Context: an optimization exercise on an open-source flow, tuned for small area and a short achievable clock period. The choices shown serve that exercise and are no tape-out recipe.
Function was not checked in any run shown here: the RTL went through the layout flow alone.

<file path="design/flow/design.v">
package lms_pkg;
    localparam int unsigned NUM_TAPS   = 32;
    localparam int unsigned WEIGHT_W   = 24;
    localparam int unsigned MU_SHIFT   = 20;
    localparam int unsigned LEAK_SHIFT = 12;
    localparam int unsigned TAP_IDX_W  = $clog2(NUM_TAPS);
    typedef logic signed [WEIGHT_W-1:0] weight_t;
    typedef logic signed [15:0]         sample_t;
endpackage
module ref_sample_buffer #(
    parameter int unsigned DEPTH = lms_pkg::NUM_TAPS
) (
    input  logic                     clk_in,
    input  lms_pkg::sample_t         wr_data,
    input  logic                     wr_en,
    input  logic [$clog2(DEPTH)-1:0] rd_offset,
    output lms_pkg::sample_t         rd_data,
    output lms_pkg::sample_t         head
);
    lms_pkg::sample_t mem [0:DEPTH-1];
    always_ff @(posedge clk_in) begin
        if (wr_en) begin
            mem[0] <= wr_data;
            for (int unsigned i = 1; i < DEPTH; i++) begin
                mem[i] <= mem[i-1];
            end
        end
    end
    assign rd_data = mem[rd_offset];
    assign head    = mem[0];
endmodule
module lms_weight_updater #(
    parameter int unsigned NUM_TAPS   = lms_pkg::NUM_TAPS,
    parameter int unsigned WEIGHT_W   = lms_pkg::WEIGHT_W,
    parameter int unsigned MU_SHIFT   = lms_pkg::MU_SHIFT,
    parameter int unsigned LEAK_SHIFT = lms_pkg::LEAK_SHIFT
) (
    input  logic                        clk_in,
    input  logic                        rst_n_in,
    input  lms_pkg::sample_t            sample_in,
    input  logic                        sample_ready,
    input  lms_pkg::sample_t            error_in,
    input  logic                        error_ready,
    input  logic                        freeze_in,
    output logic signed [WEIGHT_W-1:0]  weight_out,
    output logic [$clog2(NUM_TAPS)-1:0] weight_idx_out,
    output logic                        weight_valid_out,
    output logic                        busy_out,
    output logic                        done_out,
    output logic                        overrun_out
);
    localparam int unsigned IDX_W = $clog2(NUM_TAPS);
    localparam int unsigned CNT_W = IDX_W + 1;
    localparam int unsigned QW    = 86;
    logic                       upd;         
    logic                       dn;          
    logic                       wz;          
    logic [CNT_W-1:0]           hist_n;      
    logic                       pend_valid;  
    logic                       samp_push;   
    lms_pkg::sample_t           samp_q;
    logic [7:0]                 e_one, e_two, e_neg;    
    logic signed [WEIGHT_W-1:0] ring [0:NUM_TAPS-1];
    logic                       start;
    logic                       last;
    logic                       buf_wr_en;
    lms_pkg::sample_t           buf_wr_data;
    logic                       hist_add;
    logic [IDX_W-1:0]           rd_base;
    logic [IDX_W-1:0]           rd_offset;
    logic                       pre_valid;
    logic                       hist_any;    
    lms_pkg::sample_t           x_idle;
    lms_pkg::sample_t           x_pre;
    lms_pkg::sample_t           x_pre_next;
    lms_pkg::sample_t           rd_data;
    lms_pkg::sample_t           head;
    lms_pkg::sample_t           x_next;
    logic [7:0]                 in_one, in_two, in_neg;   
    logic signed [WEIGHT_W-1:0] w_cur;
    logic signed [WEIGHT_W-1:0] new_weight;
    ref_sample_buffer #(
        .DEPTH (NUM_TAPS)
    ) u_ref_buf (
        .clk_in    (clk_in),
        .wr_data   (buf_wr_data),
        .wr_en     (buf_wr_en),
        .rd_offset (rd_offset),
        .rd_data   (rd_data),
        .head      (head)
    );
    assign start = !busy_out && error_ready && !freeze_in;
    assign last  = (weight_idx_out == IDX_W'(NUM_TAPS - 2));
    assign hist_add    = (!busy_out && sample_ready) || (dn && (sample_ready || pend_valid));
    assign buf_wr_en   = samp_push;
    assign buf_wr_data = samp_q;
    assign rd_base   = upd ? weight_idx_out + IDX_W'(3) : IDX_W'(1);
    assign rd_offset = rd_base - IDX_W'(samp_push);
    assign pre_valid = hist_n > CNT_W'(rd_base);
    always_comb begin
        x_idle = hist_any ? samp_q : '0;
        x_next = (!busy_out && sample_ready) ? sample_in : (upd ? x_pre : x_idle);
        x_pre_next = (!busy_out && sample_ready) ? x_idle : (pre_valid ? rd_data : '0);
    end
    always_comb begin
        for (int i = 0; i < 8; i++) begin
            logic bm, b0, b1;
            bm = (i == 0) ? 1'b0 : error_in[2*i-1];
            b0 = error_in[2*i];
            b1 = error_in[2*i+1];
            in_one[i] = b0 ^ bm;
            in_two[i] = (b1 & !b0 & !bm) | (!b1 & b0 & bm);
            in_neg[i] = b1;
        end
    end
    assign w_cur = wz ? '0 : ring[0];
    logic [QW-1:0] pp_bits;
    logic [QW-1:0] pipe_q;
    lms_tap_pp u_pp (
        .one (busy_out ? e_one : in_one),
        .two (busy_out ? e_two : in_two),
        .neg (busy_out ? e_neg : in_neg),
        .x   (x_next),
        .q   (pp_bits)
    );
    always_ff @(posedge clk_in) begin
        pipe_q <= pp_bits;
    end
    lms_tap_sum u_sum (
        .q     (pipe_q),
        .w     (w_cur),
        .new_w (new_weight)
    );
    assign weight_out = ring[NUM_TAPS-1];
    always_ff @(posedge clk_in) begin
        if (!busy_out) begin
            e_one <= in_one;
            e_two <= in_two;
            e_neg <= in_neg;
        end
        if (sample_ready) begin
            samp_q <= sample_in;
        end
        x_pre <= x_pre_next;
        weight_idx_out <= upd ? weight_idx_out + IDX_W'(1) : IDX_W'(NUM_TAPS - 1);
        if (upd) begin
            for (int unsigned i = 0; i < NUM_TAPS - 1; i++) begin
                ring[i] <= ring[i+1];
            end
            ring[NUM_TAPS-1] <= new_weight;
        end
    end
    always_ff @(posedge clk_in or negedge rst_n_in) begin
        if (!rst_n_in) begin
            upd              <= 1'b0;
            dn               <= 1'b0;
            busy_out         <= 1'b0;
            done_out         <= 1'b0;
            overrun_out      <= 1'b0;
            weight_valid_out <= 1'b0;
            pend_valid       <= 1'b0;
            samp_push        <= 1'b0;
            wz               <= 1'b1;
            hist_n           <= '0;
            hist_any         <= 1'b0;
        end else begin
            upd              <= start || (upd && !last);
            dn               <= upd && last;
            busy_out         <= start || upd;
            done_out         <= dn;
            weight_valid_out <= upd;
            overrun_out      <= (upd || dn) && (error_ready || (sample_ready && pend_valid));
            pend_valid       <= upd && (pend_valid || sample_ready);
            samp_push        <= (!busy_out && sample_ready) || (dn && (sample_ready || pend_valid));
            if (upd && last) begin
                wz <= 1'b0;
            end
            if (hist_add) begin
                hist_any <= 1'b1;
            end
            if (hist_add && !hist_n[CNT_W-1]) begin
                hist_n <= hist_n + CNT_W'(1);
            end
        end
    end
endmodule
module lms_tap_pp (
    input  logic [7:0]  one,
    input  logic [7:0]  two,
    input  logic [7:0]  neg,
    input  logic [15:0] x,
    output logic [85:0] q
);
    wire [16:0] xe = {x[15], x};
    wire [16:0] xs = {x, 1'b0};
    wire [16:0] one0 = {17{one[0]}};
    wire [16:0] two0 = {17{two[0]}};
    wire [16:0] ng0  = {17{neg[0]}};
    wire [16:0] pp0 = ((one0 & xe) | (two0 & xs)) ^ ng0;
    wire neg0 = neg[0];
    wire [16:0] one1 = {17{one[1]}};
    wire [16:0] two1 = {17{two[1]}};
    wire [16:0] ng1  = {17{neg[1]}};
    wire [16:0] pp1 = ((one1 & xe) | (two1 & xs)) ^ ng1;
    wire neg1 = neg[1];
    wire [16:0] one2 = {17{one[2]}};
    wire [16:0] two2 = {17{two[2]}};
    wire [16:0] ng2  = {17{neg[2]}};
    wire [16:0] pp2 = ((one2 & xe) | (two2 & xs)) ^ ng2;
    wire neg2 = neg[2];
    wire [16:0] one3 = {17{one[3]}};
    wire [16:0] two3 = {17{two[3]}};
    wire [16:0] ng3  = {17{neg[3]}};
    wire [16:0] pp3 = ((one3 & xe) | (two3 & xs)) ^ ng3;
    wire neg3 = neg[3];
    wire [16:0] one4 = {17{one[4]}};
    wire [16:0] two4 = {17{two[4]}};
    wire [16:0] ng4  = {17{neg[4]}};
    wire [16:0] pp4 = ((one4 & xe) | (two4 & xs)) ^ ng4;
    wire neg4 = neg[4];
    wire [16:0] one5 = {17{one[5]}};
    wire [16:0] two5 = {17{two[5]}};
    wire [16:0] ng5  = {17{neg[5]}};
    wire [16:0] pp5 = ((one5 & xe) | (two5 & xs)) ^ ng5;
    wire neg5 = neg[5];
    wire [16:0] one6 = {17{one[6]}};
    wire [16:0] two6 = {17{two[6]}};
    wire [16:0] ng6  = {17{neg[6]}};
    wire [16:0] pp6 = ((one6 & xe) | (two6 & xs)) ^ ng6;
    wire neg6 = neg[6];
    wire [16:0] one7 = {17{one[7]}};
    wire [16:0] two7 = {17{two[7]}};
    wire [16:0] ng7  = {17{neg[7]}};
    wire [16:0] pp7 = ((one7 & xe) | (two7 & xs)) ^ ng7;
    wire neg7 = neg[7];
    wire a0 = pp0[2] ^ pp1[0] ^ neg1;
    wire a1 = (pp0[2] & pp1[0]) | (pp0[2] & neg1) | (pp1[0] & neg1);
    wire a2 = pp0[4] ^ pp1[2] ^ pp2[0];
    wire a3 = (pp0[4] & pp1[2]) | (pp0[4] & pp2[0]) | (pp1[2] & pp2[0]);
    wire a4 = pp0[5] ^ pp1[3] ^ pp2[1];
    wire a5 = (pp0[5] & pp1[3]) | (pp0[5] & pp2[1]) | (pp1[3] & pp2[1]);
    wire a6 = pp0[6] ^ pp1[4] ^ pp2[2];
    wire a7 = (pp0[6] & pp1[4]) | (pp0[6] & pp2[2]) | (pp1[4] & pp2[2]);
    wire a8 = pp0[7] ^ pp1[5] ^ pp2[3];
    wire a9 = (pp0[7] & pp1[5]) | (pp0[7] & pp2[3]) | (pp1[5] & pp2[3]);
    wire a10 = pp0[8] ^ pp1[6] ^ pp2[4];
    wire a11 = (pp0[8] & pp1[6]) | (pp0[8] & pp2[4]) | (pp1[6] & pp2[4]);
    wire a12 = pp3[2] ^ pp4[0] ^ neg4;
    wire a13 = (pp3[2] & pp4[0]) | (pp3[2] & neg4) | (pp4[0] & neg4);
    wire a14 = pp0[9] ^ pp1[7] ^ pp2[5];
    wire a15 = (pp0[9] & pp1[7]) | (pp0[9] & pp2[5]) | (pp1[7] & pp2[5]);
    wire a16 = pp0[10] ^ pp1[8] ^ pp2[6];
    wire a17 = (pp0[10] & pp1[8]) | (pp0[10] & pp2[6]) | (pp1[8] & pp2[6]);
    wire a18 = pp3[4] ^ pp4[2] ^ pp5[0];
    wire a19 = (pp3[4] & pp4[2]) | (pp3[4] & pp5[0]) | (pp4[2] & pp5[0]);
    wire a20 = pp0[11] ^ pp1[9] ^ pp2[7];
    wire a21 = (pp0[11] & pp1[9]) | (pp0[11] & pp2[7]) | (pp1[9] & pp2[7]);
    wire a22 = pp3[5] ^ pp4[3] ^ pp5[1];
    wire a23 = (pp3[5] & pp4[3]) | (pp3[5] & pp5[1]) | (pp4[3] & pp5[1]);
    wire a24 = pp0[12] ^ pp1[10] ^ pp2[8];
    wire a25 = (pp0[12] & pp1[10]) | (pp0[12] & pp2[8]) | (pp1[10] & pp2[8]);
    wire a26 = pp3[6] ^ pp4[4] ^ pp5[2];
    wire a27 = (pp3[6] & pp4[4]) | (pp3[6] & pp5[2]) | (pp4[4] & pp5[2]);
    wire a28 = pp0[13] ^ pp1[11] ^ pp2[9];
    wire a29 = (pp0[13] & pp1[11]) | (pp0[13] & pp2[9]) | (pp1[11] & pp2[9]);
    wire a30 = pp3[7] ^ pp4[5] ^ pp5[3];
    wire a31 = (pp3[7] & pp4[5]) | (pp3[7] & pp5[3]) | (pp4[5] & pp5[3]);
    wire a32 = pp0[14] ^ pp1[12] ^ pp2[10];
    wire a33 = (pp0[14] & pp1[12]) | (pp0[14] & pp2[10]) | (pp1[12] & pp2[10]);
    wire a34 = pp3[8] ^ pp4[6] ^ pp5[4];
    wire a35 = (pp3[8] & pp4[6]) | (pp3[8] & pp5[4]) | (pp4[6] & pp5[4]);
    wire a36 = pp6[2] ^ pp7[0] ^ neg7;
    wire a37 = (pp6[2] & pp7[0]) | (pp6[2] & neg7) | (pp7[0] & neg7);
    wire a38 = pp0[15] ^ pp1[13] ^ pp2[11];
    wire a39 = (pp0[15] & pp1[13]) | (pp0[15] & pp2[11]) | (pp1[13] & pp2[11]);
    wire a40 = pp3[9] ^ pp4[7] ^ pp5[5];
    wire a41 = (pp3[9] & pp4[7]) | (pp3[9] & pp5[5]) | (pp4[7] & pp5[5]);
    wire a42 = ~pp0[16] ^ pp1[14] ^ pp2[12];
    wire a43 = (~pp0[16] & pp1[14]) | (~pp0[16] & pp2[12]) | (pp1[14] & pp2[12]);
    wire a44 = pp3[10] ^ pp4[8] ^ pp5[6];
    wire a45 = (pp3[10] & pp4[8]) | (pp3[10] & pp5[6]) | (pp4[8] & pp5[6]);
    wire a46 = pp6[4] ^ pp7[2] ^ 1'b1;
    wire a47 = (pp6[4] & pp7[2]) | (pp6[4] & 1'b1) | (pp7[2] & 1'b1);
    wire a48 = pp1[15] ^ pp2[13] ^ pp3[11];
    wire a49 = (pp1[15] & pp2[13]) | (pp1[15] & pp3[11]) | (pp2[13] & pp3[11]);
    wire a50 = pp4[9] ^ pp5[7] ^ pp6[5];
    wire a51 = (pp4[9] & pp5[7]) | (pp4[9] & pp6[5]) | (pp5[7] & pp6[5]);
    wire a52 = ~pp1[16] ^ pp2[14] ^ pp3[12];
    wire a53 = (~pp1[16] & pp2[14]) | (~pp1[16] & pp3[12]) | (pp2[14] & pp3[12]);
    wire a54 = pp4[10] ^ pp5[8] ^ pp6[6];
    wire a55 = (pp4[10] & pp5[8]) | (pp4[10] & pp6[6]) | (pp5[8] & pp6[6]);
    wire a56 = pp2[15] ^ pp3[13] ^ pp4[11];
    wire a57 = (pp2[15] & pp3[13]) | (pp2[15] & pp4[11]) | (pp3[13] & pp4[11]);
    wire a58 = pp5[9] ^ pp6[7] ^ pp7[5];
    wire a59 = (pp5[9] & pp6[7]) | (pp5[9] & pp7[5]) | (pp6[7] & pp7[5]);
    wire a60 = ~pp2[16] ^ pp3[14] ^ pp4[12];
    wire a61 = (~pp2[16] & pp3[14]) | (~pp2[16] & pp4[12]) | (pp3[14] & pp4[12]);
    wire a62 = pp5[10] ^ pp6[8] ^ pp7[6];
    wire a63 = (pp5[10] & pp6[8]) | (pp5[10] & pp7[6]) | (pp6[8] & pp7[6]);
    wire a64 = pp3[15] ^ pp4[13] ^ pp5[11];
    wire a65 = (pp3[15] & pp4[13]) | (pp3[15] & pp5[11]) | (pp4[13] & pp5[11]);
    wire a66 = pp6[9] ^ pp7[7] ^ 1'b1;
    wire a67 = (pp6[9] & pp7[7]) | (pp6[9] & 1'b1) | (pp7[7] & 1'b1);
    wire a68 = ~pp3[16] ^ pp4[14] ^ pp5[12];
    wire a69 = (~pp3[16] & pp4[14]) | (~pp3[16] & pp5[12]) | (pp4[14] & pp5[12]);
    wire a70 = pp4[15] ^ pp5[13] ^ pp6[11];
    wire a71 = (pp4[15] & pp5[13]) | (pp4[15] & pp6[11]) | (pp5[13] & pp6[11]);
    wire a72 = ~pp4[16] ^ pp5[14] ^ pp6[12];
    wire a73 = (~pp4[16] & pp5[14]) | (~pp4[16] & pp6[12]) | (pp5[14] & pp6[12]);
    wire a74 = pp5[15] ^ pp6[13] ^ pp7[11];
    wire a75 = (pp5[15] & pp6[13]) | (pp5[15] & pp7[11]) | (pp6[13] & pp7[11]);
    wire a76 = ~pp5[16] ^ pp6[14] ^ pp7[12];
    wire a77 = (~pp5[16] & pp6[14]) | (~pp5[16] & pp7[12]) | (pp6[14] & pp7[12]);
    wire a78 = pp6[15] ^ pp7[13] ^ 1'b1;
    wire a79 = (pp6[15] & pp7[13]) | (pp6[15] & 1'b1) | (pp7[13] & 1'b1);
    wire a80 = pp0[3] ^ pp1[1] ^ a1;
    wire a81 = (pp0[3] & pp1[1]) | (pp0[3] & a1) | (pp1[1] & a1);
    wire a82 = pp3[0] ^ neg3 ^ a5;
    wire a83 = (pp3[0] & neg3) | (pp3[0] & a5) | (neg3 & a5);
    wire a84 = pp3[1] ^ a7 ^ a8;
    wire a85 = (pp3[1] & a7) | (pp3[1] & a8) | (a7 & a8);
    wire a86 = a9 ^ a10 ^ a12;
    wire a87 = (a9 & a10) | (a9 & a12) | (a10 & a12);
    wire a88 = pp3[3] ^ pp4[1] ^ a11;
    wire a89 = (pp3[3] & pp4[1]) | (pp3[3] & a11) | (pp4[1] & a11);
    wire a90 = neg5 ^ a15 ^ a16;
    wire a91 = (neg5 & a15) | (neg5 & a16) | (a15 & a16);
    wire a92 = a17 ^ a19 ^ a20;
    wire a93 = (a17 & a19) | (a17 & a20) | (a19 & a20);
    wire a94 = pp6[0] ^ neg6 ^ a21;
    wire a95 = (pp6[0] & neg6) | (pp6[0] & a21) | (neg6 & a21);
    wire a96 = a23 ^ a24 ^ a26;
    wire a97 = (a23 & a24) | (a23 & a26) | (a24 & a26);
    wire a98 = pp6[1] ^ a25 ^ a27;
    wire a99 = (pp6[1] & a25) | (pp6[1] & a27) | (a25 & a27);
    wire a100 = a29 ^ a31 ^ a32;
    wire a101 = (a29 & a31) | (a29 & a32) | (a31 & a32);
    wire a102 = pp6[3] ^ pp7[1] ^ a33;
    wire a103 = (pp6[3] & pp7[1]) | (pp6[3] & a33) | (pp7[1] & a33);
    wire a104 = a35 ^ a37 ^ a38;
    wire a105 = (a35 & a37) | (a35 & a38) | (a37 & a38);
    wire a106 = a39 ^ a41 ^ a42;
    wire a107 = (a39 & a41) | (a39 & a42) | (a41 & a42);
    wire a108 = pp7[3] ^ 1'b1 ^ a43;
    wire a109 = (pp7[3] & 1'b1) | (pp7[3] & a43) | (1'b1 & a43);
    wire a110 = a45 ^ a47 ^ a48;
    wire a111 = (a45 & a47) | (a45 & a48) | (a47 & a48);
    wire a112 = pp7[4] ^ a49 ^ a51;
    wire a113 = (pp7[4] & a49) | (pp7[4] & a51) | (a49 & a51);
    wire a114 = 1'b1 ^ a53 ^ a55;
    wire a115 = (1'b1 & a53) | (1'b1 & a55) | (a53 & a55);
    wire a116 = a57 ^ a59 ^ a60;
    wire a117 = (a57 & a59) | (a57 & a60) | (a59 & a60);
    wire a118 = a61 ^ a63 ^ a64;
    wire a119 = (a61 & a63) | (a61 & a64) | (a63 & a64);
    wire a120 = pp6[10] ^ pp7[8] ^ a65;
    wire a121 = (pp6[10] & pp7[8]) | (pp6[10] & a65) | (pp7[8] & a65);
    wire a122 = pp7[9] ^ 1'b1 ^ a69;
    wire a123 = (pp7[9] & 1'b1) | (pp7[9] & a69) | (1'b1 & a69);
    wire a124 = pp7[10] ^ a71 ^ a72;
    wire a125 = (pp7[10] & a71) | (pp7[10] & a72) | (a71 & a72);
    wire a126 = 1'b1 ^ a73 ^ a74;
    wire a127 = (1'b1 & a73) | (1'b1 & a74) | (a73 & a74);
    wire a128 = ~pp6[16] ^ pp7[14] ^ a79;
    wire a129 = (~pp6[16] & pp7[14]) | (~pp6[16] & a79) | (pp7[14] & a79);
    assign q[0] = pp0[0];  
    assign q[1] = neg0;  
    assign q[2] = pp0[1];  
    assign q[3] = a0;  
    assign q[4] = a80;  
    assign q[5] = neg2;  
    assign q[6] = a2;  
    assign q[7] = a81;  
    assign q[8] = a3;  
    assign q[9] = a4;  
    assign q[10] = a6;  
    assign q[11] = a82;  
    assign q[12] = a83;  
    assign q[13] = a84;  
    assign q[14] = a85;  
    assign q[15] = a86;  
    assign q[16] = a13;  
    assign q[17] = a14;  
    assign q[18] = a87;  
    assign q[19] = a88;  
    assign q[20] = a18;  
    assign q[21] = a89;  
    assign q[22] = a90;  
    assign q[23] = a22;  
    assign q[24] = a91;  
    assign q[25] = a92;  
    assign q[26] = a93;  
    assign q[27] = a94;  
    assign q[28] = a96;  
    assign q[29] = a28;  
    assign q[30] = a30;  
    assign q[31] = a95;  
    assign q[32] = a97;  
    assign q[33] = a98;  
    assign q[34] = a34;  
    assign q[35] = a36;  
    assign q[36] = a99;  
    assign q[37] = a100;  
    assign q[38] = a40;  
    assign q[39] = a101;  
    assign q[40] = a102;  
    assign q[41] = a104;  
    assign q[42] = a44;  
    assign q[43] = a46;  
    assign q[44] = a103;  
    assign q[45] = a105;  
    assign q[46] = a106;  
    assign q[47] = a50;  
    assign q[48] = a107;  
    assign q[49] = a108;  
    assign q[50] = a110;  
    assign q[51] = a52;  
    assign q[52] = a54;  
    assign q[53] = a109;  
    assign q[54] = a111;  
    assign q[55] = a112;  
    assign q[56] = a56;  
    assign q[57] = a58;  
    assign q[58] = a113;  
    assign q[59] = a114;  
    assign q[60] = a62;  
    assign q[61] = a115;  
    assign q[62] = a116;  
    assign q[63] = a66;  
    assign q[64] = a117;  
    assign q[65] = a118;  
    assign q[66] = a67;  
    assign q[67] = a68;  
    assign q[68] = a119;  
    assign q[69] = a120;  
    assign q[70] = a70;  
    assign q[71] = a121;  
    assign q[72] = a122;  
    assign q[73] = a123;  
    assign q[74] = a124;  
    assign q[75] = a125;  
    assign q[76] = a126;  
    assign q[77] = a75;  
    assign q[78] = a76;  
    assign q[79] = a127;  
    assign q[80] = a77;  
    assign q[81] = a78;  
    assign q[82] = a128;  
    assign q[83] = pp7[15];  
    assign q[84] = a129;  
    assign q[85] = ~pp7[16];  
endmodule
module lms_tap_sum (
    input  logic [85:0] q,
    input  logic [23:0] w,
    output logic [23:0] new_w
);
    wire b0 = q[29] ^ q[30];
    wire b1 = q[29] & q[30];
    wire b2 = q[34] ^ q[35];
    wire b3 = q[34] & q[35];
    wire b4 = q[38] ^ q[39];
    wire b5 = q[38] & q[39];
    wire b6 = q[42] ^ q[43] ^ q[44];
    wire b7 = (q[42] & q[43]) | (q[42] & q[44]) | (q[43] & q[44]);
    wire b8 = q[47] ^ q[48];
    wire b9 = q[47] & q[48];
    wire b10 = q[51] ^ q[52] ^ q[53];
    wire b11 = (q[51] & q[52]) | (q[51] & q[53]) | (q[52] & q[53]);
    wire b12 = q[56] ^ q[57];
    wire b13 = q[56] & q[57];
    wire b14 = q[60] ^ q[61];
    wire b15 = q[60] & q[61];
    wire b16 = q[63] ^ q[64];
    wire b17 = q[63] & q[64];
    wire b18 = q[66] ^ q[67] ^ q[68];
    wire b19 = (q[66] & q[67]) | (q[66] & q[68]) | (q[67] & q[68]);
    wire b20 = q[70] ^ q[71];
    wire b21 = q[70] & q[71];
    wire b22 = q[16] ^ q[17];
    wire b23 = q[16] & q[17];
    wire b24 = q[20] ^ q[21];
    wire b25 = q[20] & q[21];
    wire b26 = q[23] ^ q[24];
    wire b27 = q[23] & q[24];
    wire b28 = q[26] ^ q[27];
    wire b29 = q[26] & q[27];
    wire b30 = q[31] ^ q[32] ^ q[33];
    wire b31 = (q[31] & q[32]) | (q[31] & q[33]) | (q[32] & q[33]);
    wire b32 = q[36] ^ q[37] ^ b1;
    wire b33 = (q[36] & q[37]) | (q[36] & b1) | (q[37] & b1);
    wire b34 = q[40] ^ q[41] ^ b3;
    wire b35 = (q[40] & q[41]) | (q[40] & b3) | (q[41] & b3);
    wire b36 = q[45] ^ q[46] ^ b5;
    wire b37 = (q[45] & q[46]) | (q[45] & b5) | (q[46] & b5);
    wire b38 = q[49] ^ q[50] ^ b8;
    wire b39 = (q[49] & q[50]) | (q[49] & b8) | (q[50] & b8);
    wire b40 = q[54] ^ q[55] ^ b9;
    wire b41 = (q[54] & q[55]) | (q[54] & b9) | (q[55] & b9);
    wire b42 = q[58] ^ q[59] ^ b12;
    wire b43 = (q[58] & q[59]) | (q[58] & b12) | (q[59] & b12);
    wire b44 = q[62] ^ w[0] ^ b13;
    wire b45 = (q[62] & w[0]) | (q[62] & b13) | (w[0] & b13);
    wire b46 = q[65] ^ w[1] ^ b15;
    wire b47 = (q[65] & w[1]) | (q[65] & b15) | (w[1] & b15);
    wire b48 = q[69] ^ w[2] ^ b17;
    wire b49 = (q[69] & w[2]) | (q[69] & b17) | (w[2] & b17);
    wire b50 = q[72] ^ w[3] ^ b20;
    wire b51 = (q[72] & w[3]) | (q[72] & b20) | (w[3] & b20);
    wire b52 = q[73] ^ q[74] ^ w[4];
    wire b53 = (q[73] & q[74]) | (q[73] & w[4]) | (q[74] & w[4]);
    wire b54 = q[75] ^ q[76];
    wire b55 = q[75] & q[76];
    wire b56 = q[77] ^ q[78] ^ q[79];
    wire b57 = (q[77] & q[78]) | (q[77] & q[79]) | (q[78] & q[79]);
    wire b58 = q[80] ^ q[81];
    wire b59 = q[80] & q[81];
    wire b60 = 1'b1 ^ q[83];
    wire b61 = 1'b1 & q[83];
    wire b62 = q[5] ^ q[6];
    wire b63 = q[5] & q[6];
    wire b64 = q[8] ^ q[9];
    wire b65 = q[8] & q[9];
    wire b66 = q[10] ^ q[11];
    wire b67 = q[10] & q[11];
    wire b68 = q[12] ^ q[13];
    wire b69 = q[12] & q[13];
    wire b70 = q[14] ^ q[15];
    wire b71 = q[14] & q[15];
    wire b72 = q[18] ^ q[19] ^ b22;
    wire b73 = (q[18] & q[19]) | (q[18] & b22) | (q[19] & b22);
    wire b74 = q[22] ^ b23 ^ b24;
    wire b75 = (q[22] & b23) | (q[22] & b24) | (b23 & b24);
    wire b76 = q[25] ^ b25 ^ b26;
    wire b77 = (q[25] & b25) | (q[25] & b26) | (b25 & b26);
    wire b78 = q[28] ^ b27 ^ b28;
    wire b79 = (q[28] & b27) | (q[28] & b28) | (b27 & b28);
    wire b80 = b29 ^ b0 ^ b30;
    wire b81 = (b29 & b0) | (b29 & b30) | (b0 & b30);
    wire b82 = b2 ^ b31 ^ b32;
    wire b83 = (b2 & b31) | (b2 & b32) | (b31 & b32);
    wire b84 = b4 ^ b33 ^ b34;
    wire b85 = (b4 & b33) | (b4 & b34) | (b33 & b34);
    wire b86 = b6 ^ b35 ^ b36;
    wire b87 = (b6 & b35) | (b6 & b36) | (b35 & b36);
    wire b88 = b7 ^ b37 ^ b38;
    wire b89 = (b7 & b37) | (b7 & b38) | (b37 & b38);
    wire b90 = b10 ^ b39 ^ b40;
    wire b91 = (b10 & b39) | (b10 & b40) | (b39 & b40);
    wire b92 = b11 ^ b41 ^ b42;
    wire b93 = (b11 & b41) | (b11 & b42) | (b41 & b42);
    wire b94 = b14 ^ b43 ^ b44;
    wire b95 = (b14 & b43) | (b14 & b44) | (b43 & b44);
    wire b96 = b16 ^ b45 ^ b46;
    wire b97 = (b16 & b45) | (b16 & b46) | (b45 & b46);
    wire b98 = b18 ^ b47 ^ b48;
    wire b99 = (b18 & b47) | (b18 & b48) | (b47 & b48);
    wire b100 = b19 ^ b49 ^ b50;
    wire b101 = (b19 & b49) | (b19 & b50) | (b49 & b50);
    wire b102 = b21 ^ b52 ^ b51;
    wire b103 = (b21 & b52) | (b21 & b51) | (b52 & b51);
    wire b104 = w[5] ^ b54 ^ b53;
    wire b105 = (w[5] & b54) | (w[5] & b53) | (b54 & b53);
    wire b106 = w[6] ^ b55 ^ b56;
    wire b107 = (w[6] & b55) | (w[6] & b56) | (b55 & b56);
    wire b108 = w[7] ^ b58 ^ b57;
    wire b109 = (w[7] & b58) | (w[7] & b57) | (b58 & b57);
    wire b110 = q[82] ^ w[8] ^ b59;
    wire b111 = (q[82] & w[8]) | (q[82] & b59) | (w[8] & b59);
    wire b112 = q[84] ^ w[9] ^ b60;
    wire b113 = (q[84] & w[9]) | (q[84] & b60) | (w[9] & b60);
    wire b114 = q[85] ^ w[10] ^ b61;
    wire b115 = (q[85] & w[10]) | (q[85] & b61) | (w[10] & b61);
    wire [32:0] ra, rb;
    assign ra[0] = q[0];
    assign rb[0] = q[1];
    assign ra[1] = q[2];
    assign rb[1] = 1'b0;
    assign ra[2] = q[3];
    assign rb[2] = 1'b0;
    assign ra[3] = q[4];
    assign rb[3] = 1'b0;
    assign ra[4] = q[7];
    assign rb[4] = b62;
    assign ra[5] = b63;
    assign rb[5] = b64;
    assign ra[6] = b65;
    assign rb[6] = b66;
    assign ra[7] = b67;
    assign rb[7] = b68;
    assign ra[8] = b69;
    assign rb[8] = b70;
    assign ra[9] = b71;
    assign rb[9] = b72;
    assign ra[10] = b73;
    assign rb[10] = b74;
    assign ra[11] = b75;
    assign rb[11] = b76;
    assign ra[12] = b77;
    assign rb[12] = b78;
    assign ra[13] = b79;
    assign rb[13] = b80;
    assign ra[14] = b81;
    assign rb[14] = b82;
    assign ra[15] = b83;
    assign rb[15] = b84;
    assign ra[16] = b85;
    assign rb[16] = b86;
    assign ra[17] = b87;
    assign rb[17] = b88;
    assign ra[18] = b89;
    assign rb[18] = b90;
    assign ra[19] = b91;
    assign rb[19] = b92;
    assign ra[20] = b93;
    assign rb[20] = b94;
    assign ra[21] = b95;
    assign rb[21] = b96;
    assign ra[22] = b97;
    assign rb[22] = b98;
    assign ra[23] = b99;
    assign rb[23] = b100;
    assign ra[24] = b101;
    assign rb[24] = b102;
    assign ra[25] = b104;
    assign rb[25] = b103;
    assign ra[26] = b105;
    assign rb[26] = b106;
    assign ra[27] = b107;
    assign rb[27] = b108;
    assign ra[28] = b110;
    assign rb[28] = b109;
    assign ra[29] = b111;
    assign rb[29] = b112;
    assign ra[30] = b113;
    assign rb[30] = b114;
    assign ra[31] = 1'b1;
    assign rb[31] = b115;
    assign ra[32] = 1'b1;
    assign rb[32] = 1'b0;
    wire [32:0] g0 = ra & rb;
    wire [32:0] p0 = ra ^ rb;
    wire b116 = g0[1] | (p0[1] & g0[0]);
    wire b117 = p0[1] & p0[0];
    wire b118 = g0[3] | (p0[3] & g0[2]);
    wire b119 = p0[3] & p0[2];
    wire b120 = g0[5] | (p0[5] & g0[4]);
    wire b121 = p0[5] & p0[4];
    wire b122 = g0[7] | (p0[7] & g0[6]);
    wire b123 = p0[7] & p0[6];
    wire b124 = g0[9] | (p0[9] & g0[8]);
    wire b125 = p0[9] & p0[8];
    wire b126 = g0[11] | (p0[11] & g0[10]);
    wire b127 = p0[11] & p0[10];
    wire b128 = g0[13] | (p0[13] & g0[12]);
    wire b129 = p0[13] & p0[12];
    wire b130 = g0[15] | (p0[15] & g0[14]);
    wire b131 = p0[15] & p0[14];
    wire b132 = g0[17] | (p0[17] & g0[16]);
    wire b133 = p0[17] & p0[16];
    wire b134 = g0[19] | (p0[19] & g0[18]);
    wire b135 = p0[19] & p0[18];
    wire b136 = g0[21] | (p0[21] & g0[20]);
    wire b137 = p0[21] & p0[20];
    wire b138 = g0[23] | (p0[23] & g0[22]);
    wire b139 = p0[23] & p0[22];
    wire b140 = g0[25] | (p0[25] & g0[24]);
    wire b141 = p0[25] & p0[24];
    wire b142 = g0[27] | (p0[27] & g0[26]);
    wire b143 = p0[27] & p0[26];
    wire b144 = g0[29] | (p0[29] & g0[28]);
    wire b145 = p0[29] & p0[28];
    wire b146 = g0[31] | (p0[31] & g0[30]);
    wire b147 = p0[31] & p0[30];
    wire b148 = g0[2] | (p0[2] & b116);
    wire b149 = p0[2] & b117;
    wire b150 = b118 | (b119 & b116);
    wire b151 = b119 & b117;
    wire b152 = g0[6] | (p0[6] & b120);
    wire b153 = p0[6] & b121;
    wire b154 = b122 | (b123 & b120);
    wire b155 = b123 & b121;
    wire b156 = g0[10] | (p0[10] & b124);
    wire b157 = p0[10] & b125;
    wire b158 = b126 | (b127 & b124);
    wire b159 = b127 & b125;
    wire b160 = g0[14] | (p0[14] & b128);
    wire b161 = p0[14] & b129;
    wire b162 = b130 | (b131 & b128);
    wire b163 = b131 & b129;
    wire b164 = g0[18] | (p0[18] & b132);
    wire b165 = p0[18] & b133;
    wire b166 = b134 | (b135 & b132);
    wire b167 = b135 & b133;
    wire b168 = g0[22] | (p0[22] & b136);
    wire b169 = p0[22] & b137;
    wire b170 = b138 | (b139 & b136);
    wire b171 = b139 & b137;
    wire b172 = g0[26] | (p0[26] & b140);
    wire b173 = p0[26] & b141;
    wire b174 = b142 | (b143 & b140);
    wire b175 = b143 & b141;
    wire b176 = g0[30] | (p0[30] & b144);
    wire b177 = p0[30] & b145;
    wire b178 = b146 | (b147 & b144);
    wire b179 = b147 & b145;
    wire b180 = g0[4] | (p0[4] & b150);
    wire b181 = p0[4] & b151;
    wire b182 = b120 | (b121 & b150);
    wire b183 = b121 & b151;
    wire b184 = b152 | (b153 & b150);
    wire b185 = b153 & b151;
    wire b186 = b154 | (b155 & b150);
    wire b187 = b155 & b151;
    wire b188 = g0[12] | (p0[12] & b158);
    wire b189 = p0[12] & b159;
    wire b190 = b128 | (b129 & b158);
    wire b191 = b129 & b159;
    wire b192 = b160 | (b161 & b158);
    wire b193 = b161 & b159;
    wire b194 = b162 | (b163 & b158);
    wire b195 = b163 & b159;
    wire b196 = g0[20] | (p0[20] & b166);
    wire b197 = p0[20] & b167;
    wire b198 = b136 | (b137 & b166);
    wire b199 = b137 & b167;
    wire b200 = b168 | (b169 & b166);
    wire b201 = b169 & b167;
    wire b202 = b170 | (b171 & b166);
    wire b203 = b171 & b167;
    wire b204 = g0[28] | (p0[28] & b174);
    wire b205 = p0[28] & b175;
    wire b206 = b144 | (b145 & b174);
    wire b207 = b145 & b175;
    wire b208 = b176 | (b177 & b174);
    wire b209 = b177 & b175;
    wire b210 = b178 | (b179 & b174);
    wire b211 = b179 & b175;
    wire b212 = g0[8] | (p0[8] & b186);
    wire b213 = p0[8] & b187;
    wire b214 = b124 | (b125 & b186);
    wire b215 = b125 & b187;
    wire b216 = b156 | (b157 & b186);
    wire b217 = b157 & b187;
    wire b218 = b158 | (b159 & b186);
    wire b219 = b159 & b187;
    wire b220 = b188 | (b189 & b186);
    wire b221 = b189 & b187;
    wire b222 = b190 | (b191 & b186);
    wire b223 = b191 & b187;
    wire b224 = b192 | (b193 & b186);
    wire b225 = b193 & b187;
    wire b226 = b194 | (b195 & b186);
    wire b227 = b195 & b187;
    wire b228 = g0[24] | (p0[24] & b202);
    wire b229 = p0[24] & b203;
    wire b230 = b140 | (b141 & b202);
    wire b231 = b141 & b203;
    wire b232 = b172 | (b173 & b202);
    wire b233 = b173 & b203;
    wire b234 = b174 | (b175 & b202);
    wire b235 = b175 & b203;
    wire b236 = b204 | (b205 & b202);
    wire b237 = b205 & b203;
    wire b238 = b206 | (b207 & b202);
    wire b239 = b207 & b203;
    wire b240 = b208 | (b209 & b202);
    wire b241 = b209 & b203;
    wire b242 = b210 | (b211 & b202);
    wire b243 = b211 & b203;
    wire b244 = g0[16] | (p0[16] & b226);
    wire b245 = p0[16] & b227;
    wire b246 = b132 | (b133 & b226);
    wire b247 = b133 & b227;
    wire b248 = b164 | (b165 & b226);
    wire b249 = b165 & b227;
    wire b250 = b166 | (b167 & b226);
    wire b251 = b167 & b227;
    wire b252 = b196 | (b197 & b226);
    wire b253 = b197 & b227;
    wire b254 = b198 | (b199 & b226);
    wire b255 = b199 & b227;
    wire b256 = b200 | (b201 & b226);
    wire b257 = b201 & b227;
    wire b258 = b202 | (b203 & b226);
    wire b259 = b203 & b227;
    wire b260 = b228 | (b229 & b226);
    wire b261 = b229 & b227;
    wire b262 = b230 | (b231 & b226);
    wire b263 = b231 & b227;
    wire b264 = b232 | (b233 & b226);
    wire b265 = b233 & b227;
    wire b266 = b234 | (b235 & b226);
    wire b267 = b235 & b227;
    wire b268 = b236 | (b237 & b226);
    wire b269 = b237 & b227;
    wire b270 = b238 | (b239 & b226);
    wire b271 = b239 & b227;
    wire b272 = b240 | (b241 & b226);
    wire b273 = b241 & b227;
    wire b274 = b242 | (b243 & b226);
    wire b275 = b243 & b227;
    wire b276 = g0[32] | (p0[32] & b274);
    wire b277 = p0[32] & b275;
    wire [32:20] t;
    assign t[20] = p0[20] ^ b250;
    assign t[21] = p0[21] ^ b252;
    assign t[22] = p0[22] ^ b254;
    assign t[23] = p0[23] ^ b256;
    assign t[24] = p0[24] ^ b258;
    assign t[25] = p0[25] ^ b260;
    assign t[26] = p0[26] ^ b262;
    assign t[27] = p0[27] ^ b264;
    assign t[28] = p0[28] ^ b266;
    assign t[29] = p0[29] ^ b268;
    assign t[30] = p0[30] ^ b270;
    assign t[31] = p0[31] ^ b272;
    assign t[32] = p0[32] ^ b274;
    wire [12:0] wh     = w[23:11];
    wire [12:0] wh_inc = wh + 13'd1;
    wire [12:0] wh_dec = wh - 13'd1;
    wire        wh_max = (wh == 13'h0fff);
    wire        wh_min = (wh == 13'h1000);
    wire        c_inc  = !t[32] && t[31];
    wire        c_dec  = t[32];
    wire        sat_hi = c_inc && wh_max;
    wire        sat_lo = c_dec && wh_min;
    wire [12:0] hi_inc = wh_max ? wh : wh_inc;
    wire [12:0] hi_dec = wh_min ? wh : wh_dec;
    assign new_w[23:11] = c_inc ? hi_inc : (c_dec ? hi_dec : wh);
    assign new_w[10:0]  = sat_hi ? 11'h7ff : (sat_lo ? 11'h000 : t[30:20]);
endmodule
</file>
<file path="design/flow/flow/run.sh">
#!/bin/bash
# The standard layout, with timing repair aimed well below the clock period.
set -euo pipefail
export SETUP_SLACK_MARGIN=9.5
bash standard.sh > flow.log 2>&1
</file>
<file path="design/flow/standard.sh">
#!/bin/bash
# synth_recipe.tcl (not shown) runs the flow's synth.tcl, then flattens the netlist and writes it again
# the make line also repeats each setting of config.mk as NAME=value (left out here)
make -C /OpenROAD-flow-scripts/flow DESIGN_CONFIG=/design/flow/config.mk WORK_HOME=/design/flow/orfs CLKGATE_MAP_FILE= SYNTH_SCRIPT=/design/flow/synth_recipe.tcl "${@:-finish}"
</file>
<file path="design/flow/config.mk">
export PLATFORM = sky130hd
export DESIGN_NAME = lms_weight_updater
export DESIGN_NICKNAME = lms_weight_updater
export VERILOG_FILES = /design/flow/design.v
export SDC_FILE = /design/flow/constraint.sdc
export NUM_CORES = 4
export LEC_CHECK = 0
export CAP_MARGIN = 20
export CORE_MARGIN = 2
export CORE_UTILIZATION = 40
export SLEW_MARGIN = 20
</file>
<file path="design/flow/constraint.sdc">
create_clock -name core_clock -period 14.0 [get_ports {clk_in}]
set_input_delay 2.8000 -clock core_clock [delete_from_list [all_inputs] [get_ports {clk_in}]]
set_output_delay 2.8000 -clock core_clock [all_outputs]
set_load 0.01 [all_outputs]
</file>
==> run_results.csv, run 1 <==
group,metric,value,unit
synthesis,yosysWarnings,4,
timing,setup_violations,0,
worst_hold_path,min_path_type,"flop to flop",
route,drc,0,
clocking,cts_max_level,4,
route,wl_met1,54900,um
timing,relSlewSlack,0.212,
synthesis,ys_seq_area_frac,0.771,
route,drtIter0Drc,3584,
floorplan,rows,135,
status,outcome,"finished clean",
route,ant_nets,0,
synthesis,syn_inst,3160,
layout,mostFrequentLayoutCells,"1,296 x edfxtp_1, 149 x buf_4, 148 x xnor2_1",
layout,areaGrowthSynthToFinish,17.7,%
synthesis,syn_avg_cell_area,17.2,sq um
global_routing,grt-ovfl-total,0,
clocking,cts_tree,"yes",
critical_path,start_kind,"input port",
timing,max_freq,0.221,GHz
floorplan,die-area,0.139,sq mm
floorplan,start_util,0.402,
layout,layout-drive-gt1-share,0.170,
timing,period_share,0.323,
place,gp_congestion,0.843,
timing,finalSetupTns,0,ns
synthesis,synth-seq-cells,1441,
layout,nNetsFinal,3658,
critical_path,ff2ff_setup_slack,9.61,ns
critical_path,cp_max_fo,7,
synthesis,synth_edf_count,1296,
timing,post-route-min-period,4.52,ns
timing,timing.final.ws_setup,9.48,ns
clocking,cts.sinks,1441,
critical_path,required,14.64,ns
floorplan,core_area,0.135,sq mm
global_routing,antenna_found_initial,5,
place,pre_cts_ws,7.26,ns
critical_path,path_class,"input port to flop",
critical_path,worst_ep_arrival_time,5.15,ns
layout,antenna_cells,0,
global_routing,grt_pass1_vias,28500,
route,avgRoutedWirePerCell,23.4,um
route,drt_first_pass_iters,6,
synthesis,syn_nets,3354,
timing,fin_skew,0.0331,ns
timing,rsz0062_at_grt,"yes",
route,wl_met2,54900,um
critical_path,slowest_stage,"fa_1",
flow_run,max-cap-violations,0,
floorplan,die_x,373,um
timing,fin_hold_ws,0.406,ns
global_routing,grt_pass1_wl,184000,um
global_routing,grt_use_total,0.175,
critical_path,path_common_cell,"buf_6",
clocking,clockRootBuffer,"clkbuf_16",
clocking,clkSlewWorstSetupHoldPaths,0.06,ns
floorplan,io_pins,70,
synthesis,ys_async_sr_fraction,0.0111,
clocking,cts_inserted_buffers,140,
layout,layout_commonest_cell,"edfxtp_1",
route,highest_layer,"met4",
clocking,clk_latency,0.77,ns
clocking,clk_path_buf_depth,3,
place,io_buffers,69,
global_routing,grt_start_max_net_pins,216,
route,vias,29200,
synthesis,syn_area,0.0544,sq mm
critical_path,endpoint_kind,"flop",
synthesis,synth_top_flop_cell,"edfxtp_1",
route,routed_via_density,5.46,
route,drt-total-wl,125000,um
clocking,ctsHoldBuffers,0,
synthesis,yosysUniqueCellTypes,97,
floorplan,fp.dieH,373,um
route,routed-wl-met3,11200,um
critical_path,critPathMaxStageDelay,0.44,ns
timing,final_max_slew_viol_count,0,
timing,tightest_slew,1.18,ns
critical_path,critical_path.cell_chain,"buf_6, buf_12, nand2b_4, buf_4, o211ai_1, o21ai_2, buf_6, buf_6, o22ai_1, xnor2_1, fa_1, inv_1, fa_1",
timing,hold_viol,0,
place,dp_hpwl,71900,um
-- Yosys cell counts, types with 8 or more instances --
cell type | instances | area, sq um
and4_1 | 8 | 70.1
a22oi_1 | 64 | 480
nand2b_1 | 18 | 113
a31oi_1 | 13 | 81.3
nor4_1 | 18 | 113
o22ai_1 | 124 | 776
buf_6 | 8 | 90.1
fa_1 | 91 | 1820
xnor2_1 | 156 | 1370
or2_2 | 12 | 75.1
nand3b_1 | 12 | 90.1
a211oi_1 | 13 | 97.6
nor3_2 | 10 | 100
dfxtp_1 | 129 | 2580
nor2b_1 | 25 | 156
xor2_1 | 9 | 78.8
ha_1 | 66 | 826
o211ai_1 | 24 | 180
and2_1 | 9 | 56.3
a32oi_1 | 19 | 166
nand3_1 | 56 | 280
buf_2 | 26 | 130
edfxtp_1 | 1296 | 38900
mux2i_1 | 42 | 420
o21ai_0 | 57 | 285
nand2_1 | 133 | 499
o21ai_1 | 24 | 120
a21o_1 | 11 | 82.6
a32o_1 | 10 | 100
nor2_1 | 78 | 293
nor3_1 | 37 | 185
mux2_2 | 14 | 158
a21oi_1 | 104 | 521
buf_1 | 10 | 37.5
a22o_1 | 23 | 201
dfrtp_1 | 15 | 375
a221o_1 | 8 | 80.1
inv_1 | 125 | 469
nand4_1 | 27 | 169
and3_1 | 16 | 100
clkbuf_1 | 83 | 312
a221oi_1 | 17 | 149
a2bb2oi_1 | 8 | 70.1
-- flip-flops by register name (all words and copies together) (netlist names), 5 cells and up --
signal and count:
x_pre 16, e_one 8, pipe_q 86, samp_q 16
ring 768, e_neg 6, u_ref_buf.mem 512, hist_n 6
weight_idx_out 5, e_two 8
-- timing repair --
item	in CTS	in global routing
pin swaps	11	37
gates cloned	13	2
gates resized for setup	151	104
setup buffers	86	30
endpoints found under the setup margin	326	242
-- through the flow --
stage / area [sq um] / std cells / utilization
after floorplan: 54600 / 3160 / -
after CTS: 63300 / 5321 / 0.468
final: 64000 / 5354 / 0.474
after global routing: 64000 / 5354 / 0.474
after detailed placement: 57600 / 4971 / 0.426
after global placement: 57600 / 4971 / 0.426
-- final cells by class --
type	count	area [sq um]
Clock buffer	179	3770
Clock inverter	72	682
Fill cell	11400	71100
Inverter	134	513
Multi-Input combinational cell	1456	12100
Sequential cell	1441	41900
Tap cell	1781	2230
Timing Repair Buffer	291	2820
-- path summary, 6_finish.rpt --
kind,from,to,depth (start not counted)
worst max-delay path,sample_ready,pipe_q[25]$_DFF_P_,13
max in group asynchronous,rst_n_in,upd$_DFF_PN0_,1
min in group asynchronous,rst_n_in,weight_valid_out$_DFF_PN0_,1
worst max register to register,weight_idx_out[0]$_SDFF_PN1_,x_pre[1]$_DFF_P_,11
worst min-delay path,ring[17][19]$_DFFE_PP_,ring[16][19]$_DFFE_PP_,0
worst min register to register,ring[17][19]$_DFFE_PP_,ring[16][19]$_DFFE_PP_,0
-- metal layers --
| metal | track usage | vias up |
|---|---|---|
| li1 | - | 12800 |
| met1 | 0.255 | 14900 |
| met2 | 0.257 | 1330 |
| met3 | 0.0394 | 258 |
| met4 | 0.0647 | 0 |
| met5 | 0 | - |
-- worst max-delay path: cells and delay by family --
family	cells	cell delay, ns
AOI/OAI and AO/OA	3	0.30
xor gates and xnor gates	1	0.21
adders and majority gates	2	0.85
buffers and inverters	6	0.82
and+or+nand+nor	1	0.16
-- cell families (layout without fill, tap and decap cells) --
group,count (synthesis),in the layout,share of synthesized area
muxes,63,63,0.0129
AOI/OAI and AO/OA,587,587,0.0741
adders and majority gates,157,157,0.0487
and+or+nand+nor,480,481,0.0456
buffers and inverters,264,676,0.0203
DFF,1441,1441,0.771
xor gates and xnor gates,168,168,0.0279
==> run 2, diff against run 1 <==
==> design/flow/flow/run.sh (replaced) <==
#!/bin/bash
# The standard layout, with timing repair aimed well below the clock period.
set -euo pipefail
export SETUP_SLACK_MARGIN=10.5
bash standard.sh > flow.log 2>&1
==> run 2 against run 1 <==
Sequential share of layout area is 4.5 points lower; critical path depth is 1 lower; final cell count is 4.3% higher; wire length is 7.7% higher; still clean on timing, DRC and antenna; critical path type unchanged.
==> run_results.csv, run 2 <==
group,metric,value,unit
place,gp_congestion,0.843,
floorplan,start_util,0.402,
floorplan,io_pins,70,
place,pre_cts_ws,7.26,ns
route,routed_via_density,5.53,
layout,regMostFlops,"ring",
clocking,ctsHoldBuffers,0,
synthesis,yosysUniqueCellTypes,97,
global_routing,grt_pass1_wl,189000,um
clocking,cts_tree,"yes",
worst_hold_path,min_path_type,"flop to flop",
synthesis,synth_most_common_cell,"edfxtp_1",
place,dp_hpwl,71900,um
worst_hold_path,min_from,"ring[12][7]$_DFFE_PP_",
synthesis,yosysWarnings,4,
timing,fin_skew,0.0333,ns
timing,post-route-min-period,4.52,ns
route,drc,0,
synthesis,synth_edf_count,1296,
layout,nNetsFinal,3889,
critical_path,path_class,"input port to flop",
synthesis,post-synth-top-area-cell,"edfxtp_1",
route,vias,30900,
floorplan,fp.dieH,373,um
layout,regArea,0.0419,sq mm
route,ant_nets,0,
layout,layout_commonest_cell,"edfxtp_1",
floorplan,rows,135,
timing,hold_viol,0,
timing,final_max_slew_viol_count,0,
synthesis,ys_async_sr_fraction,0.0111,
floorplan,core_area,0.135,sq mm
layout,reg_top3,"ring (768), u_ref_buf.mem (512), pipe_q (86)",
route,drtIter0Drc,4160,
layout,multiInputGateArea,0.0143,sq mm
global_routing,met1_usage,0.259,
critical_path,start_kind,"input port",
synthesis,synth_area_leaders,"edfxtp_1 72%, dfxtp_1 4.7%, fa_1 3.4%, xnor2_1 2.5%, ha_1 1.5%",
timing,timing.final.ws_setup,9.48,ns
timing,max_freq,0.221,GHz
synthesis,netlist_top_cells_count,"1,296 x edfxtp_1, 156 x xnor2_1, 133 x nand2_1",
layout,layout-drive-gt1-share,0.311,
route,drt_first_pass_iters,5,
synthesis,synth_top_flop_cell,"edfxtp_1",
critical_path,required,14.71,ns
critical_path,endpoint_kind,"flop",
synthesis,syn_area,0.0544,sq mm
worst_hold_path,min_to,"ring[11][7]$_DFFE_PP_",
status,outcome,"finished clean",
synthesis,syn_nets,3354,
timing,relSlewSlack,0.304,
layout,largest_reg_flops,768,
route,drt-total-wl,135000,um
layout,areaGrowthSynthToFinish,26.4,%
timing,setup_violations,0,
floorplan,die-area,0.139,sq mm
worst_hold_path,min_path_cells,0,
global_routing,grt_use_total,0.181,
critical_path,r2r-start,"pipe_q[56]$_DFF_P_",
clocking,clk_path_buf_depth,3,
layout,fillers,10800,
synthesis,syn_inst,3160,
global_routing,grt_start_max_net_pins,216,
global_routing,grt-ovfl-total,0,
global_routing,antenna_found_initial,6,
clocking,cts.sinks,1441,
timing,tightest_slew,1.04,ns
flow_run,max-cap-violations,0,
synthesis,synth-seq-cells,1441,
clocking,cts_inserted_buffers,140,
layout,mostFrequentLayoutCells,"1,296 x edfxtp_1, 257 x buf_4, 148 x clkbuf_16",
global_routing,grt_pass1_vias,29700,
timing,period_share,0.323,
critical_path,rr_endpoint,"ring[31][18]$_DFFE_PP_",
critical_path,cp_max_fo,6,
global_routing,grt_use_met3,0.0406,
synthesis,syn_avg_cell_area,17.2,sq um
global_routing,grt_use_met2,0.269,
clocking,cts_max_level,4,
global_routing,top_usage_layer,"met2",
synthesis,yosysTopAreaCellShare,0.716,
critical_path,worst_ep_arrival_time,5.23,ns
clocking,clk_latency,0.78,ns
clocking,clkSlewWorstSetupHoldPaths,0.06,ns
timing,finalSetupTns,0,ns
synthesis,ys_seq_area_frac,0.771,
place,io_buffers,69,
clocking,clockRootBuffer,"clkbuf_16",
critical_path,r2r_cells,18,
route,avgRoutedWirePerCell,24.1,um
floorplan,die_x,373,um
timing,rsz0062_at_grt,"yes",
critical_path,ff2ff_setup_slack,9.64,ns
-- run 2: cell count changes in the layout (fill, tap and decap cells not counted), moves of 29 or more --
cell and change:
buf_4 +108, o22ai_2 +29, xnor2_2 +44, o22ai_1 -54
buf_6 +80, fa_2 +33, fa_1 -33, xnor2_1 -45
-- run 2: what timing repair did --
action / in CTS / in global routing
endpoints found under the setup margin: 548 / 390
gates resized for setup: 628 / 364
buffers inserted: 195 / 137
pin swaps: 144 / 166
cloned: 20 / 10
-- run 2: final cells by class --
cell class	count	share of cell area
inverter	134	0.00750
tap	1781	0.0324
clock inverter	72	0.00992
multi-input combinational	1459	0.208
timing repair buffer	519	0.0776
sequential	1441	0.610
clock buffer	179	0.0549
antenna	1	0.0000364
-- run 2: worst max-delay path by stage --
stage                               endpoint     startpoint  cells past startpoint
final                     pipe_q[28]$_DFF_P_   sample_ready                     12
after floorplan             x_pre[8]$_DFF_P_  upd$_DFF_PN0_                     14
after global routing      pipe_q[37]$_DFF_P_   sample_ready                     12
after global placement    pipe_q[28]$_DFF_P_   sample_ready                     10
after CTS                 pipe_q[50]$_DFF_P_   sample_ready                     12
after detailed placement  pipe_q[28]$_DFF_P_   sample_ready                     10
-- run 2: critical path, cell delays in order --
cell and delay (ns):
buf_8 0.10, buf_12 0.13, nand2b_4 0.14, buf_6 0.13
buf_16 0.12, o211ai_1 0.13, o21ai_4 0.21, o22ai_2 0.15
xnor2_2 0.16, fa_2 0.54, inv_2 0.04, fa_2 0.56
-- run 2: per-layer routing --
metal / part of all wire / up-vias
li1: - / 13300
met4: 0.032 / 0
met3: 0.093 / 277
met5: 0 / -
met2: 0.45 / 1505
met1: 0.43 / 15800
-- run 2: through the flow --
step | std cells | utilization | hold WS (ns) | area, sq um
finish | 5586 | 0.509 | 0.405 | 68800
detailed placement | 4971 | 0.426 | 0.405 | 57600
global route | 5585 | 0.509 | 0.415 | 68800
global placement | 4971 | 0.426 | 0.401 | 57600
CTS | 5437 | 0.485 | 0.407 | 65600
floorplan | 3160 | - | 0.374 | 54600
-- run 2: logic make-up after synthesis --
group           count (synthesis)  synth area share
compound gates                587            0.0741
mux                            63            0.0129
xor+xnor                      168            0.0279
buf+inv                       264            0.0203
simple gates                  480            0.0456
flops                        1441             0.771
fa+ha+maj                     157            0.0487
==> run 3, diff against run 2 <==
==> design/flow/flow/run.sh (replaced) <==
#!/bin/bash
# The standard layout, with timing repair aimed well below the clock period.
set -euo pipefail
export SETUP_SLACK_MARGIN=9.5
bash standard.sh > flow.log 2>&1
--- a/design/flow/config.mk
+++ b/design/flow/config.mk
@@ -10,2 +10,4 @@
 export CORE_UTILIZATION = 40
+export CTS_BUF_LIST = sky130_fd_sc_hd__clkbuf_8
+export CTS_CLUSTER_SIZE = 24
 export SLEW_MARGIN = 20
==> run 3 against run 2 <==
Synthesized cell count unchanged; register-to-register slack lost 0.07 ns; worst hold slack lost 0.0038 ns; critical endpoint unchanged; critical path depth is 1 lower; highest routed layer is now met5; global-route usage decreased by 0.57 points; critical path type unchanged; synthesized area stayed put; setup slack gained 0.042 ns; still clean on timing, DRC and antenna; non-clock buffer count fell by 242.
==> run_results.csv, run 3 <==
group,metric,value,unit
timing,finalSetupTns,0,ns
clocking,cts.sinks,1441,
synthesis,synth_compound_gate_area_share,0.0741,
synthesis,syn_inst,3160,
global_routing,grt-ovfl-total,0,
clocking,clockRootBuffer,"clkbuf_8",
global_routing,antenna_found_initial,6,
clocking,cts_max_level,4,
floorplan,start_util,0.402,
clocking,clkSlewWorstSetupHoldPaths,0.07,ns
timing,relSlewSlack,0.215,
global_routing,grt_pass1_wl,184000,um
layout,mostFrequentLayoutCells,"1,296 x edfxtp_1, 227 x clkbuf_8, 192 x inv_1",
critical_path,r2r_cells,18,
layout,areaGrowthSynthToFinish,16.3,%
place,io_buffers,69,
clocking,cts_inserted_buffers,215,
layout,fin_util,0.468,
critical_path,path_class,"input port to flop",
layout,regMostFlops,"ring",
synthesis,synth_fa_ha_area_frac,0.0487,
route,vias,29600,
floorplan,io_pins,70,
clocking,clk_latency,0.93,ns
route,drc,0,
layout,reg_top3,"ring (768), u_ref_buf.mem (512), pipe_q (86)",
synthesis,post-synth-top-area-cell,"edfxtp_1",
floorplan,die_x,373,um
clocking,cts_tree,"yes",
route,drt-total-wl,126000,um
timing,post-route-min-period,4.48,ns
timing,tightest_slew,1.18,ns
timing,period_share,0.320,
synthesis,yosysWarnings,4,
layout,layout.cells.non_filler,5488,
floorplan,rows,135,
global_routing,grt_pass1_vias,28900,
synthesis,syn_area,0.0544,sq mm
route,drtIter0Drc,3697,
timing,rsz0062_at_grt,"no",
synthesis,synthSimpleGateAreaFrac,0.0456,
synthesis,synthMuxAreaShare,0.0129,
worst_hold_path,min_path_type,"flop to flop",
route,avgRoutedWirePerCell,23.0,um
synthesis,ys_async_sr_fraction,0.0111,
critical_path,start_kind,"input port",
floorplan,die-area,0.139,sq mm
timing,hold_viol,0,
layout,layout_commonest_cell,"edfxtp_1",
timing,final_max_slew_viol_count,0,
worst_hold_path,min_path_cells,0,
layout,layout-drive-gt1-share,0.183,
synthesis,synth_top_family_by_area,"compound AO/OA/AOI/OAI gates",
global_routing,grt_use_total,0.175,
synthesis,synth_edf_count,1296,
synthesis,netlist_top_cells_count,"1,296 x edfxtp_1, 156 x xnor2_1, 133 x nand2_1",
critical_path,cp_max_fo,14,
place,dp_hpwl,71900,um
layout,largest_reg_flops,768,
synthesis,syn_nets,3354,
synthesis,yosysUniqueCellTypes,97,
timing,fin_skew,0.0451,ns
synthesis,ys_seq_area_frac,0.771,
synthesis,synth_most_common_cell,"edfxtp_1",
critical_path,endpoint_kind,"flop",
synthesis,synth_top_flop_cell,"edfxtp_1",
timing,max_freq,0.223,GHz
synthesis,syn_avg_cell_area,17.2,sq um
critical_path,required,14.78,ns
place,place_inst,4971,
floorplan,fp.dieH,373,um
route,drt_first_pass_iters,6,
layout,nNetsFinal,3720,
timing,setup_violations,0,
synthesis,synth-seq-cells,1441,
floorplan,core_area,0.135,sq mm
synthesis,synth_area_leaders,"edfxtp_1 72%, dfxtp_1 4.7%, fa_1 3.4%, xnor2_1 2.5%, ha_1 1.5%",
route,ant_nets,0,
global_routing,grt_start_max_net_pins,216,
route,routed_via_density,5.40,
status,outcome,"finished clean",
critical_path,worst_ep_arrival_time,5.26,ns
flow_run,max-cap-violations,0,
synthesis,yosysTopAreaCellShare,0.716,
place,gp_congestion,0.843,
clocking,clk_path_buf_depth,3,
synthesis,synth_xor_area_frac,0.0279,
run 3: stage by stage:
step | setup slack [ns] | area, sq um | hold slack, ns
floorplan | 5.30 | 54600 | 0.374
global placement | 7.24 | 57600 | 0.401
detailed placement | 7.26 | 57600 | 0.405
CTS | 9.49 | 62300 | 0.409
global route | 9.48 | 63300 | 0.412
finish | 9.52 | 63300 | 0.401
run 3: repair_timing:
action / in CTS / in global routing
cloned: 5 / 12
hold buffers: 0 / 0
pin swaps: 9 / 22
setup endpoints to repair: 323 / 237
gates resized for setup: 185 / 68
buffers inserted: 37 / 63
run 3: cells by family (layout without fill, tap and decap cells):
kind of cell	Yosys count	in the layout
buffers and inverters	264	807
AOI/OAI and AO/OA	587	587
adders and majority gates	157	157
xor gates and xnor gates	168	168
muxes	63	63
other	0	2
DFF	1441	1441
and+or+nand+nor	480	482
run 3: final cells by class:
class,instances,area (sq um)
flip-flops and latches,1441,41900
inverters,134,513
multi-input cells,1457,11900
clock inverters,169,923
well taps,1781,2230
clock buffers,227,3120
fillers,11500,71900
diodes,2,5.00
repair buffers,277,2600
run 3: path summary, 6_finish.rpt:
check / end / slack (ns) / startpoint
setup / recovery: pipe_q[28]$_DFF_P_ / 9.52 / error_in[10]
hold reg to reg: ring[6][7]$_DFFE_PP_ / 0.40 / ring[7][7]$_DFFE_PP_
max in group asynchronous: samp_push$_DFF_PN0_ / 10.95 / rst_n_in
hold / removal: ring[6][7]$_DFFE_PP_ / 0.40 / ring[7][7]$_DFFE_PP_
min in group asynchronous: done_out$_DFF_PN0_ / 2.38 / rst_n_in
setup reg to reg: ring[31][19]$_DFFE_PP_ / 9.57 / pipe_q[56]$_DFF_P_
run 3: routing by layer:
layer	up-vias	track usage	part of all wire
li1	13000	-	-
met1	15100	0.253	0.44
met2	1378	0.256	0.45
met3	210	0.0437	0.089
met4	2	0.0617	0.026
met5	-	0	0.00010
run 3: worst max-delay path, stage by stage:
cell,delay (ns)
clkdlybuf4s50_1,0.51
nor2_1,0.05
a21oi_1,0.14
nor2_1,0.05
a21oi_1,0.14
buf_6,0.20
o22ai_1,0.11
xnor2_1,0.17
fa_1,0.55
inv_1,0.06
fa_1,0.46

==> static timing again, ports no longer ideal <==
The results above use ideal ports. As a check the final layouts listed here were re-extracted and re-timed, cells and wires unchanged.
Step 1 (the two cells are an assumption about what drives the block):
set clk [get_ports {clk_in}]
set_driving_cell -lib_cell sky130_fd_sc_hd__clkbuf_16 $clk
set_driving_cell -lib_cell sky130_fd_sc_hd__buf_2 [delete_from_list [all_inputs] $clk]
Step 2 moves the port delays by t, midway between the first and last clock arrival at a register: inputs arrive t later, outputs are due t later. That takes back most of the time a late clock gives input paths.
a / b / c = ideal / step 1 / step 2; a / b = the first two.
run | shift t [ns] | setup WS [ns] | hold WS [ns] | clock arrival spread, ns | slew at the worst register clock pin (ns)
run 1 | 0.828 | 9.484 / 9.501 / 8.693 | 0.406 / 0.406 / 0.406 | 0.033 / 0.033 | 0.07 / 0.07
run 2 | 0.837 | 9.477 / 9.507 / 8.670 | 0.405 / 0.405 / 0.405 | 0.034 / 0.033 | 0.07 / 0.07
run 3 | 0.979 | 9.520 / 9.538 / 8.589 | 0.401 / 0.401 / 0.401 | 0.053 / 0.054 | 0.07 / 0.07
After both steps setup and hold are still met in every run listed. For run 3, which loses most, drivers alone change the setup slack by +0.018 ns; drivers and shift together by -0.931 ns.
